This design comes from an exercise in tuning for small area on the open sky130 flow, not from production work.
Function was checked by simulation only, so behaviour that the tests miss may differ from the original.
Power is estimated from default activity; no workload was simulated.

==> flow/design.v (excerpt) <==
module cpu_port_top (
    input  logic        CLK,
    input  logic        RESET_n,
    input  logic        CSR_n,
    input  logic        CSW_n,
    input  logic [3:0]  MODE,
    input  logic [7:0]  CD_IN,
    output logic [7:0]  CD_OUT,
    output logic        WAIT_n,
    output logic        INT0_n,
    output logic        INT1_n,
    output logic        vram_we_n,
    output logic        vram_oe_n,
    output logic [18:0] vram_addr,
    output logic [7:0]  vram_din,
    input  logic [7:0]  vram_dout,
    input  logic        vram_busy,
    input  logic        stat_tr,
    input  logic        stat_vr,
    input  logic        stat_hr,
    input  logic        stat_bd,
    input  logic        stat_eo,
    input  logic        stat_ce,
    input  logic        ce_event,
    input  logic        hi_event,
    input  logic        vi_event,
    output logic        srs,
    output logic        mcs,
    output logic        cmd_start,
    output logic [3:0]  cmd_op
);
Size: about 1800 cells after synthesis, ~550 flip-flops, roughly 81 I/O pins, roughly 20000 um2 of cells after synthesis.
==> module vdp_register_file, before the edit <==
module vdp_register_file (
    input  logic        CLK,
    input  logic        RESET_n,
    input  logic [5:0]  idx,         
    input  logic        reg_wr,      
    input  logic [7:0]  CD_IN,
    input  logic        inc_w,       
    input  logic        inc_r,       
    input  logic [18:0] addr_inc,    
    output logic [7:0]  reg_rdata,   
    output logic [18:0] vram_waddr,
    output logic [18:0] vram_raddr,
    output logic        waddr_ih,
    output logic        raddr_ih,
    output logic [2:0]  int_enable,
    output logic [3:0]  cmd_op,
    output logic        wr_cmd       
);
    logic [7:0] regs [0:63];
    logic [7:0] a, b, a_n, bw_n;
    logic       rst;
    assign rst = ~RESET_n;
    always_comb begin
        for (int i = 0; i < 8; i++) begin
            a[i]    = idx[2:0] == i;
            a_n[i]  = ~(idx[2:0] == i);
            b[i]    = idx[5:3] == i;
            bw_n[i] = ~(idx[5:3] == i && reg_wr);
        end
    end
    logic [18:0] adata, cd3;
    logic        wr_n;
    assign cd3  = {CD_IN[2:0], CD_IN, CD_IN};
    assign wr_n = ~reg_wr;
    genvar c;
    generate
        for (c = 0; c < 19; c++) begin : g_ad
            vdp_ao22 u_m (.a1(cd3[c]), .b1(reg_wr), .a2(addr_inc[c]), .b2(wr_n), .y(adata[c]));
        end
    endgenerate
    logic ldw, holdw, ldr, holdr;
    assign ldw   = inc_w & RESET_n;
    assign holdw = ~inc_w & RESET_n;
    assign ldr   = inc_r & RESET_n;
    assign holdr = ~inc_r & RESET_n;
    logic [63:0] row_ld;
    genvar r, k;
    generate
        for (r = 0; r < 64; r++) begin : g_row
            logic ld, hold;
            logic [7:0] ld_b, hold_b, d;
            vdp_row_en u_en (.a_n(a_n[r % 8]), .b_n(bw_n[r / 8]), .rst, .ld, .hold);
            assign row_ld[r] = ld;
            if (r <= 5) begin : g_addr
                localparam int NB = (r == 2 || r == 5) ? 3 : 8;
                for (k = 0; k < 8; k++) begin : g_b
                    if (k < NB) begin : g_a
                        assign ld_b[k]   = ld | (r <= 2 ? ldw : ldr);
                        assign hold_b[k] = hold & (r <= 2 ? holdw : holdr);
                        assign d[k]      = adata[(r % 3) * 8 + k];
                    end else begin : g_c
                        assign ld_b[k]   = ld;
                        assign hold_b[k] = hold;
                        assign d[k]      = CD_IN[k];
                    end
                end
            end else begin : g_gen
                assign ld_b   = {8{ld}};
                assign hold_b = {8{hold}};
                assign d      = CD_IN;
            end
            for (k = 0; k < 8; k++) begin : g_bit
                vdp_reg_bit u_bit (.CLK, .ld(ld_b[k]), .hold(hold_b[k]), .d(d[k]), .q(regs[r][k]));
            end
        end
        for (k = 0; k < 8; k++) begin : g_rd
            logic [7:0] grp;
            for (r = 0; r < 8; r++) begin : g_grp
                vdp_sel8 u_s1 (
                    .d({regs[8*r+7][k], regs[8*r+6][k], regs[8*r+5][k], regs[8*r+4][k],
                        regs[8*r+3][k], regs[8*r+2][k], regs[8*r+1][k], regs[8*r][k]}),
                    .s(a), .y(grp[r]));
            end
            vdp_sel8 u_s2 (.d(grp), .s(b), .y(reg_rdata[k]));
        end
    endgenerate
    assign vram_waddr = {regs[2][2:0], regs[1], regs[0]};
    assign vram_raddr = {regs[5][2:0], regs[4], regs[3]};
    assign waddr_ih   = regs[2][7];
    assign raddr_ih   = regs[5][7];
    assign int_enable = regs[9][2:0];
    assign cmd_op     = regs[52][7:4];
    assign wr_cmd     = row_ld[52];
endmodule
clock: 10.0 ns
lec_check: 0
cap_margin: 5
core_margin: 2
core_utilization: 55
slew_margin: 5
synth_hierarchical: 1
standard.sh (not shown) runs the stock make flow with config.mk's settings and CLKGATE_MAP_FILE= SYNTH_SCRIPT=/design/flow/synth_recipe.tcl, a recipe that flattens the netlist after the stock synthesis.
==> flow/flow/run.sh <==
#!/bin/bash
set -euo pipefail
export BUFFER_PORTS_ARGS="-buffer_cell sky130_fd_sc_hd__buf_1"
export CTS_ARGS="-sink_clustering_enable -repair_clock_nets -buf_list sky130_fd_sc_hd__clkbuf_8 -sink_clustering_size 17 -sink_clustering_max_diameter 60 -dont_use_dummy_load"
bash standard.sh > standard.log 2>&1
Then changed:
--- a/flow/design.v
+++ b/flow/design.v
@@ -48,8 +48,27 @@
 );
     always_ff @(posedge CLK)
         q <= (q & hold) | (d & ld);
 endmodule
+module vdp_dec3 (
+    input  logic [2:0] x,
+    output logic [7:0] y
+);
+    always_comb
+        for (int i = 0; i < 8; i++) y[i] = x == i;
+endmodule
+module vdp_inv (
+    input  logic a,
+    output logic y
+);
+    assign y = ~a;
+endmodule
+module vdp_nand2 (
+    input  logic a, b,
+    output logic y
+);
+    assign y = ~(a & b);
+endmodule
 module vdp_nor2 (
     input  logic a, b,
     output logic y
 );
@@ -86,16 +105,17 @@
     logic [7:0] regs [0:63];
     logic [7:0] a, b, a_n, bw_n;
     logic       rst;
     assign rst = ~RESET_n;
-    always_comb begin
-        for (int i = 0; i < 8; i++) begin
-            a[i]    = idx[2:0] == i;
-            a_n[i]  = ~(idx[2:0] == i);
-            b[i]    = idx[5:3] == i;
-            bw_n[i] = ~(idx[5:3] == i && reg_wr);
+    vdp_dec3 u_deca (.x(idx[2:0]), .y(a));
+    vdp_dec3 u_decb (.x(idx[5:3]), .y(b));
+    genvar i;
+    generate
+        for (i = 0; i < 8; i++) begin : g_dec
+            vdp_inv   u_an (.a(a[i]), .y(a_n[i]));
+            vdp_nand2 u_bw (.a(b[i]), .b(reg_wr), .y(bw_n[i]));
         end
-    end
+    endgenerate
     logic [18:0] adata, cd3;
     logic        wr_n;
     assign cd3  = {CD_IN[2:0], CD_IN, CD_IN};
     assign wr_n = ~reg_wr;
What happened:
- critical path depth falls by 1
- hold slack improves by 0.0087 ns
- design area is about the same
- wire length falls by 0.48%
- combinational power is about the same
- first-iteration DRC count rises by 1.7%
- setup slack improves by 0.24 ns
- register-to-register slack improves by 0.49 ns
- cell count barely changes
- sequential share of layout area is about the same
- die area falls by 0.40%
- non-clock buffer count rises by 8

-- what the ideal ports hide --
Ports are ideal in the flow. The routed layouts listed here were re-timed in OpenROAD.
Step 1 (the two cells are an assumption about what drives the block):
set clk [get_ports {CLK}]
set_driving_cell -lib_cell sky130_fd_sc_hd__clkbuf_16 $clk
set_driving_cell -lib_cell sky130_fd_sc_hd__buf_2 [delete_from_list [all_inputs] $clk]
Step 2 moves the port delays by t, midway between the first and last clock arrival at a register: inputs arrive t later, outputs are due t later. That takes back most of the time a late clock gives input paths.
a / b / c = ideal ports / drivers / drivers and shift; a / b = the first two.
run	t, ns	setup slack, ns	hold WS [ns]	worst register clock-pin slew, ns	worst data-port slew with drivers (ns)
the first run	0.663	5.408 / 5.439 / 4.776	0.483 / 0.483 / 0.483	0.11 / 0.11	0.04
the second run	0.641	5.646 / 5.676 / 5.035	0.492 / 0.492 / 0.492	0.11 / 0.11	0.05
After both steps every run listed still meets setup and hold. For the first run, which loses most, drivers alone change the setup slack by +0.031 ns; drivers and shift together by -0.632 ns.
